This is an optimization exercise on Yosys and OpenROAD, whose aim is small area, a short achievable clock period and few clock cycles per item, not a production implementation.
The RTL was checked by simulation tests, not by an equivalence proof against the original design.

==> job 9048 <==
## sq8_dequant_vector_distance_top
module sq8_dequant_vector_distance_top #(
	parameter int VALUE_WIDTH   = 32,
	parameter int FRACTION_BITS = 16
) (
	input  logic         clk,
	input  logic         arst_n,
	input  logic         s_axis_tvalid,
	output logic         s_axis_tready,
	input  logic [103:0] s_axis_tdata,
	input  logic         s_axis_tlast,    
	output logic         m_axis_tvalid,
	input  logic         m_axis_tready,
	output logic [63:0]  m_axis_tdata,    
	output logic [1:0]   m_axis_tuser,    
	input  logic         cfg_valid,
	output logic         cfg_ready,
	input  logic         cfg_index,
	input  logic [2:0]   cfg_data
);
==> flow/config.mk <==
export PLATFORM = sky130hd
export DESIGN_NAME = sq8_dequant_vector_distance_top
export DESIGN_NICKNAME = sq8_dequant_vector_distance_top
export VERILOG_FILES = /design/flow/design.v
export SDC_FILE = /design/flow/constraint.sdc
export NUM_CORES = 8
export LEC_CHECK = 0
export ABC_AREA = 1
export CAP_MARGIN = 40
export CORE_MARGIN = 2
export CORE_UTILIZATION = 40
export SLEW_MARGIN = 30
==> flow/constraint.sdc <==
create_clock -name core_clock -period 13.0 [get_ports {clk}]
set_input_delay 2.6000 -clock core_clock [delete_from_list [all_inputs] [get_ports {clk}]]
set_output_delay 2.6000 -clock core_clock [all_outputs]
set_load 0.01 [all_outputs]
standard.sh (not shown) runs the stock make flow with config.mk's settings and CLKGATE_MAP_FILE= SYNTH_SCRIPT=/design/flow/synth_recipe.tcl, a recipe that flattens the netlist after the stock synthesis.
==> flow/flow/run.sh <==
#!/bin/bash
set -euo pipefail
bash standard.sh SETUP_SLACK_MARGIN=8.8 finish > standard.log 2>&1
==> job 4602 (differences from job 9048) <==
--- a/flow/design.v
+++ b/flow/design.v
@@ -4812,14 +4812,14 @@
 			p3_v   <= p2_v;
 			p3_den <= p2_den;
 			p3_end <= p2_v && p2_end;
 		end
 	end
 	always_ff @(posedge clk) begin
-		p3_s     <= mul_s;
-		p3_c     <= mul_c;
+		p3_s     <= p2_clamp ? {1'b0, ACC_MAX} : mul_s;
+		p3_c     <= p2_clamp ? 65'd0 : mul_c;
 		p3_first <= p2_first;
 		p3_k0    <= p2_k0;
 		p3_sat   <= p2_sat;
 		p3_clamp <= p2_v && p2_clamp;
 	end
 	logic [63:0] acc_a, acc_b, acc_c;
@@ -4859,13 +4859,13 @@
 	assign acc_b65  = {acc_base[63], acc_base};
 	assign cs_s     = acc_b65 ^ add_s ^ add_c;
 	assign cs_c     = {(acc_b65[63:0] & add_s[63:0]) | (acc_b65[63:0] & add_c[63:0]) |
 		(add_s[63:0] & add_c[63:0]), 1'b0};
 	assign acc_sum  = cs_s + cs_c;
 	assign acc_ovf  = acc_sum[64] ^ acc_sum[63];
-	assign acc_sf   = p3_clamp ? 2'b10 : {acc_ovf, acc_sum[64]};
+	assign acc_sf   = {acc_ovf, acc_sum[64]};
 	always_ff @(posedge clk or negedge arst_n) begin
 		if (!arst_n) p4_end <= 1'b0;
 		else p4_end <= p3_end;
 	end
 	always_ff @(posedge clk) begin
 		if (p3_v) begin
==> flow/flow/run.sh (replaced) <==
#!/bin/bash
set -euo pipefail
bash standard.sh SETUP_SLACK_MARGIN=8.5 finish > standard.log 2>&1
==> flow/config.mk (replaced) <==
export PLATFORM = sky130hd
export DESIGN_NAME = sq8_dequant_vector_distance_top
export DESIGN_NICKNAME = sq8_dequant_vector_distance_top
export VERILOG_FILES = /design/flow/design.v
export SDC_FILE = /design/flow/constraint.sdc
export NUM_CORES = 8
export LEC_CHECK = 0
export ABC_AREA = 1
export CAP_MARGIN = 50
export CORE_MARGIN = 2
export CORE_UTILIZATION = 40
export SLEW_MARGIN = 70
==> job 2410 (differences from job 9048) <==
--- a/flow/design.v
+++ b/flow/design.v
@@ -4812,14 +4812,14 @@
 			p3_v   <= p2_v;
 			p3_den <= p2_den;
 			p3_end <= p2_v && p2_end;
 		end
 	end
 	always_ff @(posedge clk) begin
-		p3_s     <= mul_s;
-		p3_c     <= mul_c;
+		p3_s     <= p2_clamp ? {1'b0, ACC_MAX} : mul_s;
+		p3_c     <= p2_clamp ? 65'd0 : mul_c;
 		p3_first <= p2_first;
 		p3_k0    <= p2_k0;
 		p3_sat   <= p2_sat;
 		p3_clamp <= p2_v && p2_clamp;
 	end
 	logic [63:0] acc_a, acc_b, acc_c;
@@ -4859,13 +4859,13 @@
 	assign acc_b65  = {acc_base[63], acc_base};
 	assign cs_s     = acc_b65 ^ add_s ^ add_c;
 	assign cs_c     = {(acc_b65[63:0] & add_s[63:0]) | (acc_b65[63:0] & add_c[63:0]) |
 		(add_s[63:0] & add_c[63:0]), 1'b0};
 	assign acc_sum  = cs_s + cs_c;
 	assign acc_ovf  = acc_sum[64] ^ acc_sum[63];
-	assign acc_sf   = p3_clamp ? 2'b10 : {acc_ovf, acc_sum[64]};
+	assign acc_sf   = {acc_ovf, acc_sum[64]};
 	always_ff @(posedge clk or negedge arst_n) begin
 		if (!arst_n) p4_end <= 1'b0;
 		else p4_end <= p3_end;
 	end
 	always_ff @(posedge clk) begin
 		if (p3_v) begin
==> flow/run.sh (new file) <==
#!/bin/bash
# synth_recipe.tcl (not shown) runs the flow's synth.tcl, then flattens the netlist and writes it again
# the make line also repeats each setting of config.mk as NAME=value (left out here)
make -C /OpenROAD-flow-scripts/flow DESIGN_CONFIG=/design/flow/config.mk WORK_HOME=/design/flow/orfs CLKGATE_MAP_FILE= SYNTH_SCRIPT=/design/flow/synth_recipe.tcl finish
==> flow/config.mk (replaced) <==
export PLATFORM = sky130hd
export DESIGN_NAME = sq8_dequant_vector_distance_top
export DESIGN_NICKNAME = sq8_dequant_vector_distance_top
export VERILOG_FILES = /design/flow/design.v
export SDC_FILE = /design/flow/constraint.sdc
export NUM_CORES = 8
export LEC_CHECK = 0
export ABC_AREA = 1
export CAP_MARGIN = 50
export CORE_MARGIN = 2
export CORE_UTILIZATION = 40
export SLEW_MARGIN = 70
removed: flow/flow/run.sh
removed: flow/standard.sh
==> summary.txt <==
* Non-CTS inverters at 2445
* Outcome: no timing/DRC/antenna violations
* Core Box Area at 267000 um2
* CP required at 13750 ps
-- figures above: job 2410

==> summary.txt <==
* Outcome: no timing/DRC/antenna violations
* Core Box Area at 265000 um2
* Hold Path Sink: p3_sat
* Post-Syn Area at 107000 um2
* CP required at 13740 ps
* Top class by area: multi-input combinational cells
* Non-CTS inverters at 2424
-- figures above: job 9048

==> summary.txt <==
* Outcome: no timing/DRC/antenna violations
* Register area at 27800 um2
* Yosys cell types at 95
* CP required at 13760 ps
* Core Box Area at 267000 um2
* Fin crit period at 4600 ps
* Initial antenna violation count at 50
* Non-CTS inverters at 2446
-- figures above: job 4602

Testbench counts of job 9048, summed over its fixed seeds: cycles 14,371, vectors 384.
Testbench counts of job 4602, summed over its fixed seeds: cycles 14,371, vectors 384.
Testbench counts of job 2410, summed over its fixed seeds: cycles 14,371, vectors 384.

==> afterwards: timing with drivers on the ports <==
Ports are ideal in the flow. The routed layouts listed here were re-timed in OpenROAD.
Step 1 (the two cells are an assumption about what drives the block):
set clk [get_ports {clk}]
set_driving_cell -lib_cell sky130_fd_sc_hd__clkbuf_16 $clk
set_driving_cell -lib_cell sky130_fd_sc_hd__buf_2 [delete_from_list [all_inputs] $clk]
Step 2 times the ports against the registers' clock, not the clock port: input delays grow and output delays shrink by t, the midpoint of the rising clock arrivals with the driver on.
a / b / c = ideal / step 1 / step 2; a / b = the first two.
run | t, ns | setup slack, ns | worst setup path at the end | pins driven straight from the clock port
job 9048 | 0.897 | 8.485 / 8.485 / 7.720 | input to register | 1
job 4602 | 0.933 | 8.397 / 8.397 / 7.734 | input to register | 1
job 2410 | 0.938 | 7.609 / 7.609 / 7.249 | input to register | 1
After both steps every run listed still meets setup and hold. The setup slack of job 9048, which loses most, moves by 0.000 ns with the drivers and by -0.765 ns with both steps.
